Background: an optimization exercise with open tools, aiming at small area, a short achievable clock period and few clock cycles per item. Do not read the settings as production practice. Where RTL was checked, it was by simulation tests only, not by an equivalence proof against the original. Power and IR drop assume default switching activity.

## v6
// krnl_maxpool
module krnl_maxpool #(
  parameter int FIFO_DEPTH = 16    
) (
  input  logic                    ap_clk,
  input  logic                    areset,
  input  logic                    s_axi_control_awvalid,
  output logic                    s_axi_control_awready,
  input  maxpool_pkg::axil_addr_t s_axi_control_awaddr,
  input  logic                    s_axi_control_wvalid,
  output logic                    s_axi_control_wready,
  input  maxpool_pkg::axil_data_t s_axi_control_wdata,
  input  logic [3:0]              s_axi_control_wstrb,
  output logic                    s_axi_control_bvalid,
  input  logic                    s_axi_control_bready,
  output logic [1:0]              s_axi_control_bresp,
  input  logic                    s_axi_control_arvalid,
  output logic                    s_axi_control_arready,
  input  maxpool_pkg::axil_addr_t s_axi_control_araddr,
  output logic                    s_axi_control_rvalid,
  input  logic                    s_axi_control_rready,
  output maxpool_pkg::axil_data_t s_axi_control_rdata,
  output logic [1:0]              s_axi_control_rresp,
  output logic                    interrupt,
  input  logic                    in_tvalid,
  output logic                    in_tready,
  input  maxpool_pkg::elem_t      in_tdata,
  output logic                    out_tvalid,
  input  logic                    out_tready,
  output maxpool_pkg::elem_t      out_tdata
);
Settings: LEC_CHECK=0, CAP_MARGIN=20, CORE_MARGIN=2, CORE_UTILIZATION=40, CTS_CLUSTER_DIAMETER=90, CTS_CLUSTER_SIZE=34, SETUP_SLACK_MARGIN=1.5, SLEW_MARGIN=20; clock period 3.8 ns.
standard.sh (not shown) runs the stock make flow with config.mk's settings and CLKGATE_MAP_FILE= SYNTH_SCRIPT=/design/flow/synth_recipe.tcl, a recipe that flattens the netlist after the stock synthesis.
==> flow/flow/run.sh <==
#!/bin/bash
# The standard layout, with the port buffers made from buf_4 cells instead of
# the default delay buffers. Make's full output goes to standard_flow.log.
set -euo pipefail
export BUFFER_PORTS_ARGS="-buffer_cell sky130_fd_sc_hd__buf_4"
bash standard.sh > standard_flow.log 2>&1
Every stage of the flow completed for v6, and the final layout passed the timing, design-rule and antenna checks.
Testbench counts of v6, summed over its fixed seeds: cycles 8,364, items 2,035.
Input changes introduced in v51 (baseline for comparison: v6):
Settings: a change of CTS_CLUSTER_SIZE from 34 to 28; a change of CORE_UTILIZATION from 40 to 60; a change of CTS_CLUSTER_DIAMETER from 90 to 100.
[summary]
Number of core rows was lower in the run labelled v51.
Final period utilization delta (v51 -> v6): insignificant
Between v51 and v6, it is v51 whose layout overhead on the synthesized area is lower, by 1.7 points.
diff inputs: v51 => v34
Settings: a change of CORE_UTILIZATION from 60 to 40.
--- outcome ---
The run showing the smaller count of clock-buffer cells in the layout is v34. Looking at v34 and v51, the clock network contribution to total cell area is a wash. Against v51 as the reference, v34 delivers a higher post-placement cell count. Against v51, v34 comes in 1.5 points higher on area growth from synthesis to layout.

========
krnl_maxpool, a different RTL version from the one above (not shown whole).
Size in the first run: roughly 1200 cells after synthesis, roughly 170 I/O pins, about 0.016 mm² of cells after synthesis.
Settings: LEC_CHECK=0, CAP_MARGIN=20, CORE_MARGIN=2, CORE_UTILIZATION=40, CTS_BUF_LIST=sky130_fd_sc_hd__clkbuf_4 sky130_fd_sc_hd__clkbuf_8, SETUP_SLACK_MARGIN=1.5, SLEW_MARGIN=20; clock period 3.8 ns.
run.sh (not shown) runs the stock make flow with config.mk's settings and CLKGATE_MAP_FILE= SYNTH_SCRIPT=/design/flow/synth_recipe.tcl, a recipe that flattens the netlist after the stock synthesis.
Stock flow here: none of the scripts above is used.
Testbench counts at the start, summed over its fixed seeds: cycles 8,364, items 2,035.
==> next run, changes <==
- CTS_BUF_LIST: sky130_fd_sc_hd__clkbuf_4 sky130_fd_sc_hd__clkbuf_8 -> default
Global-route usage falls by 0.21 points.
Die area does not change.
Total power climbs by a few percent.
Worst setup slack improves by 0.0041 ns.
Utilization rose by 0.13 points.
Worst hold slack improves by 0.022 ns.
Maximum frequency hardly moves.
Sequential cell count does not change.
==> next run, changes <==
- CORE_UTILIZATION: 40 -> 60
- SETUP_SLACK_MARGIN: 1.5 -> 2.0
After rerunning: The new run produced a clean layout; cell count fell by 7.9%; global-route usage rose by 6.9 points; utilization rose by 27 points; setup slack gets worse by 0.012 ns; clock skew rose by 0.0056 ns; synthesized area stays the same; wire length rose by 5.8%; cell area rose by 1.1%; power fell by 0.36%; via count rose by 2.4%.
==> next run, changes <==
- CORE_UTILIZATION: 60 -> 40
- CTS_BUF_LIST: default -> sky130_fd_sc_hd__clkbuf_2 sky130_fd_sc_hd__clkbuf_4
- CTS_CLUSTER_SIZE: default -> 40
- SETUP_SLACK_MARGIN: 2.0 -> 1.5
The new run ran to the end with no violations.
Clock power is lower by 8.7%.
Setup slack loses 0.13 ns.
Via count came out higher by 2.9%.
Power fell by 4.7%.

========
== run a ==
krnl_maxpool, a different RTL version from the one above (not shown whole).
Size in the first run: about 1200 cells after synthesis, about 610 flip-flops, about 170 I/O pins.
==> flow/config.mk <==
export PLATFORM = sky130hd
export DESIGN_NAME = krnl_maxpool
export DESIGN_NICKNAME = krnl_maxpool
export VERILOG_FILES = /design/flow/design.v
export SDC_FILE = /design/flow/constraint.sdc
export NUM_CORES = 4
export LEC_CHECK = 0
export CAP_MARGIN = 20
export CORE_MARGIN = 2
export CORE_UTILIZATION = 40
export CTS_CLUSTER_DIAMETER = 100
export CTS_CLUSTER_SIZE = 28
export SETUP_SLACK_MARGIN = 1.5
export SLEW_MARGIN = 20
==> flow/constraint.sdc <==
create_clock -name core_clock -period 3.8 [get_ports {ap_clk}]
set_input_delay 0.7600 -clock core_clock [delete_from_list [all_inputs] [get_ports {ap_clk}]]
set_output_delay 0.7600 -clock core_clock [all_outputs]
set_load 0.01 [all_outputs]
standard.sh (not shown) runs the stock make flow with config.mk's settings and CLKGATE_MAP_FILE= SYNTH_SCRIPT=/design/flow/synth_recipe.tcl, a recipe that flattens the netlist after the stock synthesis.
Scripts as last shown in full above: flow/flow/run.sh
Inputs modified between run a and run b:
- CTS_CLUSTER_SIZE removed (was 28)
- CTS_CLUSTER_DIAMETER removed (was 100)
### Flow results
Run a and run b all finish clean.
[run b vs run a] cell internal power dissipation: higher in run b
Run b ended up with a higher post-route core utilization than run a did.
[compare] base=run a new=run b: clock network area share moved up, worst setup slack moved down.
Post-CTS resize count was lower in run b than in run a.
Lower clock-buffer cell count goes to run a over run b.
~same total sequential power in run a and run b
The sequential power share in run b sits 11 points below the value recorded for run a.
Looking at remaining max-slew budget at the tightest pin across both flows, run b is the weaker of the two, with run a ahead.
Across both runs, global routing usage on met3 was higher for run b than for run a.
No run of this note included a check of the RTL's function; only the layout flow was run.

[afterwards: timing with drivers on the ports]
The results above use ideal ports. As a check the final layouts listed here were re-extracted and re-timed, cells and wires unchanged.
Step 1: set_driving_cell puts a clkbuf_16 on ap_clk and a buf_2 on each other input, an assumption about the parent block.
Step 2, shift: input delay + t, output delay - t, t = (earliest + latest rising clock arrival at the registers) / 2. This alone moves slack from input paths to output paths.
a / b / c = ideal / step 1 / step 2; a / b = the first two.
| run | t (ns) | setup slack, ns | pins driven straight from the clock port |
|---|---|---|---|
| v6 | 0.636 | 1.634 / 1.634 / 1.189 | 1 |
| v51 | 0.601 | 1.634 / 1.634 / 1.222 | 1 |
| v34 | 0.619 | 1.644 / 1.644 / 1.145 | 1 |
| the first run of note 2 | 0.656 | 1.456 / 1.426 / 0.817 | 1 |
| the second run of note 2 | 0.622 | 1.460 / 1.455 / 0.856 | 1 |
| the third run of note 2 | 0.601 | 1.448 / 1.430 / 0.878 | 1 |
| the fourth run of note 2 | 0.815 | 1.316 / 1.270 / 0.578 | 1 |
| run a | 0.625 | 1.538 / 1.538 / 1.109 | 1 |
| run b | 0.653 | 1.532 / 1.532 / 1.121 | 1 |
After both steps every run listed still meets setup and hold. The setup slack of the fourth run of note 2, which loses most, moves by -0.046 ns with the drivers and by -0.738 ns with both steps.
